This is an optimization exercise on Yosys and OpenROAD, whose aim is small area and a short achievable clock period, not a production implementation.
Function was checked by simulation only, so behaviour that the tests miss may differ from the original.
The clock port is modelled as an ideal driver, which makes a skipped or thinned clock tree look cheaper than it is; a real chip needs a root buffer or a tree.
Power is estimated from default activity; no workload was simulated.

## v39
## wallace_mult_top
module wallace_mult_top (
    input  logic        clk,
    input  logic        arst_n,
    input  logic        in_valid,
    input  logic [15:0] a,
    input  logic [15:0] b,
    output logic        out_valid,
    output logic [31:0] product,
    output logic        busy
);
clock: 11.0 ns
lec_check: 0
cap_margin: 20
core_margin: 2
core_utilization: 40
slew_margin: 20
synth_hierarchical: 1
synth_minimum_keep_size: 0
standard.sh (not shown) runs the stock make flow with config.mk's settings and CLKGATE_MAP_FILE= SYNTH_SCRIPT=/design/flow/synth_recipe.tcl, a recipe that flattens the netlist after the stock synthesis.
==> flow/flow/run.sh <==
#!/bin/bash
# Standard ORFS layout (standard.sh, unchanged synthesis) with three changes: ports are
# buffered with sky130_fd_sc_hd__buf_2 instead of the default delay buffer; the clock tree is one level of
# clkbuf_16 buffers placed by flow/cts_pre.tcl instead of TritonCTS; and repair_timing
# aims for extra setup slack. The make output goes to standard_flow.log; each ORFS step
# keeps its own log under orfs/logs.
set -euo pipefail
export BUFFER_PORTS_ARGS="-buffer_cell sky130_fd_sc_hd__buf_2"
export SETUP_SLACK_MARGIN=8.2
export PRE_CTS_TCL="$(pwd)/flow/cts_pre.tcl"
export CLK_NLEAF=8
export CLK_NL1=4
export CLK_LEAF_CELL=sky130_fd_sc_hd__clkinv_8
export CLK_L1_CELL=sky130_fd_sc_hd__clkinv_8
bash standard.sh > standard_flow.log 2>&1
==> flow/flow/cts_pre.tcl <==
proc env_or { name dflt } {
  if { [info exists ::env($name)] && $::env($name) ne "" } { return $::env($name) }
  return $dflt
}
set nleaf [env_or CLK_NLEAF 8]
set nl1 [env_or CLK_NL1 2]
set leafcell [env_or CLK_LEAF_CELL sky130_fd_sc_hd__clkbuf_16]
set l1cell [env_or CLK_L1_CELL sky130_fd_sc_hd__clkbuf_16]

# Balanced k-means: pts is a list of {x y}; returns {assignment centres}
proc kmeans { pts k {slack 1} } {
  set n [llength $pts]
  set cx 0; set cy 0
  foreach p $pts { set cx [expr {$cx + [lindex $p 0]}]; set cy [expr {$cy + [lindex $p 1]}] }
  set cx [expr {$cx / $n}]; set cy [expr {$cy / $n}]
  set order {}
  for {set i 0} {$i < $n} {incr i} {
    set p [lindex $pts $i]
    lappend order [list $i [expr {atan2([lindex $p 1]-$cy, [lindex $p 0]-$cx)}]]
  }
  set order [lsort -real -index 1 $order]
  set cent {}
  for {set c 0} {$c < $k} {incr c} {
    set sx 0; set sy 0; set m 0
    for {set j [expr {$c * $n / $k}]} {$j < ($c + 1) * $n / $k} {incr j} {
      set p [lindex $pts [lindex [lindex $order $j] 0]]
      set sx [expr {$sx + [lindex $p 0]}]; set sy [expr {$sy + [lindex $p 1]}]; incr m
    }
    if {$m == 0} { lappend cent [list $cx $cy] } else { lappend cent [list [expr {$sx / $m}] [expr {$sy / $m}]] }
  }
  set cap [expr {int(ceil(double($n) / $k)) + $slack}]
  for {set iter 0} {$iter < 40} {incr iter} {
    set cnt [lrepeat $k 0]
    set assign [lrepeat $n -1]
    set cand {}
    for {set i 0} {$i < $n} {incr i} {
      set p [lindex $pts $i]
      set best 1e18
      for {set c 0} {$c < $k} {incr c} {
        set d [expr {abs([lindex $p 0]-[lindex $cent $c 0]) + abs([lindex $p 1]-[lindex $cent $c 1])}]
        if {$d < $best} { set best $d }
      }
      lappend cand [list $i $best]
    }
    foreach ib [lsort -real -decreasing -index 1 $cand] {
      set i [lindex $ib 0]; set p [lindex $pts $i]
      set bk -1; set best 1e18
      for {set c 0} {$c < $k} {incr c} {
        if {[lindex $cnt $c] >= $cap} continue
        set d [expr {abs([lindex $p 0]-[lindex $cent $c 0]) + abs([lindex $p 1]-[lindex $cent $c 1])}]
        if {$d < $best} { set best $d; set bk $c }
      }
      lset assign $i $bk
      lset cnt $bk [expr {[lindex $cnt $bk] + 1}]
    }
    set newc {}
    for {set c 0} {$c < $k} {incr c} {
      set sx 0; set sy 0; set m 0
      for {set i 0} {$i < $n} {incr i} {
        if {[lindex $assign $i] == $c} {
          set sx [expr {$sx + [lindex $pts $i 0]}]; set sy [expr {$sy + [lindex $pts $i 1]}]; incr m
        }
      }
      if {$m > 0} { lappend newc [list [expr {$sx / $m}] [expr {$sy / $m}]] } else { lappend newc [lindex $cent $c] }
    }
    set cent $newc
  }
  return [list $assign $cent]
}

proc add_buffer { block master name in_net x y } {
  set inst [odb::dbInst_create $block $master $name]
  set net [odb::dbNet_create $block "${name}_net"]
  $net setSigType CLOCK
  [$inst findITerm A] connect $in_net
  set out [$inst findITerm X]
  if { $out eq "NULL" } { set out [$inst findITerm Y] }
  $out connect $net
  $inst setLocation [expr {int($x)}] [expr {int($y)}]
  $inst setPlacementStatus PLACED
  return $net
}

set block [ord::get_db_block]
set db [ord::get_db]
set clk_net [$block findNet clk]
set sinks {}
foreach it [$clk_net getITerms] {
  if { [$it isInputSignal] } { lappend sinks $it }
}
set pts {}
foreach it $sinks {
  set bb [[$it getInst] getBBox]
  lappend pts [list [expr {([$bb xMin] + [$bb xMax]) / 2.0}] [expr {([$bb yMin] + [$bb yMax]) / 2.0}]]
}
puts "manual clock tree: [llength $sinks] sinks, $nleaf leaf buffers, $nl1 first-level buffers"
lassign [kmeans $pts $nleaf] leaf_of leaf_cent
if { $nl1 > 0 } {
  lassign [kmeans $leaf_cent $nl1 0] l1_of l1_cent
  for {set g 0} {$g < $nl1} {incr g} {
    set l1net($g) [add_buffer $block [$db findMaster $l1cell] "clkbuf_l1_$g" $clk_net {*}[lindex $l1_cent $g]]
  }
}
for {set c 0} {$c < $nleaf} {incr c} {
  set src $clk_net
  if { $nl1 > 0 } { set src $l1net([lindex $l1_of $c]) }
  set leafnet($c) [add_buffer $block [$db findMaster $leafcell] "clkbuf_leaf_$c" $src {*}[lindex $leaf_cent $c]]
}
for {set i 0} {$i < [llength $sinks]} {incr i} {
  set it [lindex $sinks $i]
  $it disconnect
  $it connect $leafnet([lindex $leaf_of $i])
}
# TritonCTS is not run: the buffers above are the whole tree.
proc clock_tree_synthesis { args } {
  puts "clock_tree_synthesis skipped: clock buffers were placed by cts_pre.tcl"
  set_propagated_clock [all_clocks]
}
# cts.tcl clones clock inverters next to their loads after this hook; the inverter pairs
# above are already placed by their loads, so that step is skipped as well.
proc repair_clock_inverters { args } {
  puts "repair_clock_inverters skipped: clock tree built by cts_pre.tcl"
}
v39: flow completed, timing, DRC and antenna clean
Changes in v36 relative to v39:
Settings: CORE_UTILIZATION now 60, was 40.
-- flow/flow/run.sh --
<<< v39, line 8
export BUFFER_PORTS_ARGS="-buffer_cell sky130_fd_sc_hd__buf_2"
export SETUP_SLACK_MARGIN=8.2
export PRE_CTS_TCL="$(pwd)/flow/cts_pre.tcl"
>>> v36, line 8
export BUFFER_PORTS_ARGS="-buffer_cell sky130_fd_sc_hd__buf_2"
export SETUP_SLACK_MARGIN=8.1
export PRE_CTS_TCL="$(pwd)/flow/cts_pre.tcl"
<<< v39, line 12
export CLK_NL1=4
export CLK_LEAF_CELL=sky130_fd_sc_hd__clkinv_8
export CLK_L1_CELL=sky130_fd_sc_hd__clkinv_8
bash standard.sh > standard_flow.log 2>&1
>>> v36, line 12
export CLK_NL1=4
bash standard.sh > standard_flow.log 2>&1
-- flow/flow/cts_pre.tcl --
<<< v39, line 10
# Balanced k-means: pts is a list of {x y}; returns {assignment centres}
proc kmeans { pts k {slack 1} } {
  set n [llength $pts]
>>> v36, line 10
# Balanced k-means: pts is a list of {x y}; returns {assignment centres}
proc kmeans { pts k } {
  set n [llength $pts]
<<< v39, line 30
  }
  set cap [expr {int(ceil(double($n) / $k)) + $slack}]
  for {set iter 0} {$iter < 40} {incr iter} {
>>> v36, line 30
  }
  set cap [expr {int(ceil(double($n) / $k)) + 1}]
  for {set iter 0} {$iter < 40} {incr iter} {
<<< v39, line 75
  [$inst findITerm A] connect $in_net
  set out [$inst findITerm X]
  if { $out eq "NULL" } { set out [$inst findITerm Y] }
  $out connect $net
  $inst setLocation [expr {int($x)}] [expr {int($y)}]
>>> v36, line 75
  [$inst findITerm A] connect $in_net
  [$inst findITerm X] connect $net
  $inst setLocation [expr {int($x)}] [expr {int($y)}]
<<< v39, line 98
if { $nl1 > 0 } {
  lassign [kmeans $leaf_cent $nl1 0] l1_of l1_cent
  for {set g 0} {$g < $nl1} {incr g} {
>>> v36, line 96
if { $nl1 > 0 } {
  lassign [kmeans $leaf_cent $nl1] l1_of l1_cent
  for {set g 0} {$g < $nl1} {incr g} {
<<< v39, line 118
}
# cts.tcl clones clock inverters next to their loads after this hook; the inverter pairs
# above are already placed by their loads, so that step is skipped as well.
proc repair_clock_inverters { args } {
  puts "repair_clock_inverters skipped: clock tree built by cts_pre.tcl"
}
>>> v36, line 116
}
Results
- v36 ended with every stage complete and zero timing, DRC or antenna violations.
- Comparing v36 and v39, the lower total of fill cells in the finished design is on v36.
- The maximum clock frequency number comes out higher for v36 vs v39.
- Relative to v39, v36 improves switching power total.
> inputs changed (v36 -> v25)
Settings: CORE_UTILIZATION: 60 -> 40.
==> notes.md <==
For the met3 track demand over resource in global routing, v25 came in 5.7 points lower than v36 did.
NOTE number of gates resized after cts v36->v25 decreased by more than 10%
Re met3 wire length: v25 is 48% down on v36.
Input-level comparison between v2 and v25:
-- flow/flow/run.sh --
<<< v25, line 12
export CLK_NL1=4
bash standard.sh > standard_flow.log 2>&1
>>> v2, line 12
export CLK_NL1=4
export CLK_LEAF_CELL=sky130_fd_sc_hd__clkinv_8
export CLK_L1_CELL=sky130_fd_sc_hd__clkinv_8
bash standard.sh > standard_flow.log 2>&1
-- flow/flow/cts_pre.tcl --
<<< v25, line 10
# Balanced k-means: pts is a list of {x y}; returns {assignment centres}
proc kmeans { pts k } {
  set n [llength $pts]
>>> v2, line 10
# Balanced k-means: pts is a list of {x y}; returns {assignment centres}
proc kmeans { pts k {slack 1} } {
  set n [llength $pts]
<<< v25, line 30
  }
  set cap [expr {int(ceil(double($n) / $k)) + 1}]
  for {set iter 0} {$iter < 40} {incr iter} {
>>> v2, line 30
  }
  set cap [expr {int(ceil(double($n) / $k)) + $slack}]
  for {set iter 0} {$iter < 40} {incr iter} {
<<< v25, line 75
  [$inst findITerm A] connect $in_net
  [$inst findITerm X] connect $net
  $inst setLocation [expr {int($x)}] [expr {int($y)}]
>>> v2, line 75
  [$inst findITerm A] connect $in_net
  set out [$inst findITerm X]
  if { $out eq "NULL" } { set out [$inst findITerm Y] }
  $out connect $net
  $inst setLocation [expr {int($x)}] [expr {int($y)}]
<<< v25, line 96
if { $nl1 > 0 } {
  lassign [kmeans $leaf_cent $nl1] l1_of l1_cent
  for {set g 0} {$g < $nl1} {incr g} {
>>> v2, line 98
if { $nl1 > 0 } {
  lassign [kmeans $leaf_cent $nl1 0] l1_of l1_cent
  for {set g 0} {$g < $nl1} {incr g} {
<<< v25, line 116
}
>>> v2, line 118
}
# cts.tcl clones clock inverters next to their loads after this hook; the inverter pairs
# above are already placed by their loads, so that step is skipped as well.
proc repair_clock_inverters { args } {
  puts "repair_clock_inverters skipped: clock tree built by cts_pre.tcl"
}
Notes after the runs:
- v2: done, clean on timing, DRC and antenna
- Sequential group power delta for v2 relative to v25: about 1% lower
- Between v2 and v25, the difference in wire length is negligible.
- Re fraction of layout cells with a size suffix above 1: v2 and v25 aren't equal, and the lower value belongs to v2.
- Core utilization: v2 lower than v25
- Per the comparison of v2 with v25, relative area change from synthesis to final layout moved down; cell area moved down.
Input-level comparison between v40 and v2:
-- flow/flow/run.sh --
<<< v2, line 8
export BUFFER_PORTS_ARGS="-buffer_cell sky130_fd_sc_hd__buf_2"
export SETUP_SLACK_MARGIN=8.1
export PRE_CTS_TCL="$(pwd)/flow/cts_pre.tcl"
>>> v40, line 8
export BUFFER_PORTS_ARGS="-buffer_cell sky130_fd_sc_hd__buf_2"
export SETUP_SLACK_MARGIN=7.9
export PRE_CTS_TCL="$(pwd)/flow/cts_pre.tcl"
Relative to v2, register share of the cell area decreased by 0.19 points in v40.
Utilization: v40 < v2
Area after detailed placement essentially unchanged between v40 and v2.
Between v40 and v2, the hold slack does not differ in any meaningful way.
In v40, global-route usage is higher than in v2.
In every run of this note, the design's own scripts or RTL, not TritonCTS, make the clock network.

-- re-timing with driven ports --
Ports are ideal in the flow. The routed layouts listed here were re-timed in OpenROAD. Step 1 sets driving cells, clkbuf_16 on the clock port and buf_2 on the other inputs (assumed; they add their load-dependent delay and slew). Step 2, shift: input delay + t, output delay - t, t = (earliest + latest rising clock arrival at the registers) / 2. This alone moves slack from input paths to output paths. a / b / c = no drivers / after step 1 / after step 2; a / b = the first two.
| run | t (ns) | slack for setup (ns) | worst data-port slew with drivers (ns) |
|---|---|---|---|
| v39 | 0.292 | 8.002 / 8.002 / 8.002 | 0.03 |
| v36 | 0.363 | 8.046 / 7.953 / 8.046 | 0.03 |
| v25 | 0.374 | 8.022 / 7.944 / 8.022 | 0.03 |
| v2 | 0.297 | 8.021 / 8.021 / 8.021 | 0.03 |
| v40 | 0.291 | 7.961 / 7.961 / 7.961 | 0.03 |
After both steps every run listed still meets setup and hold.
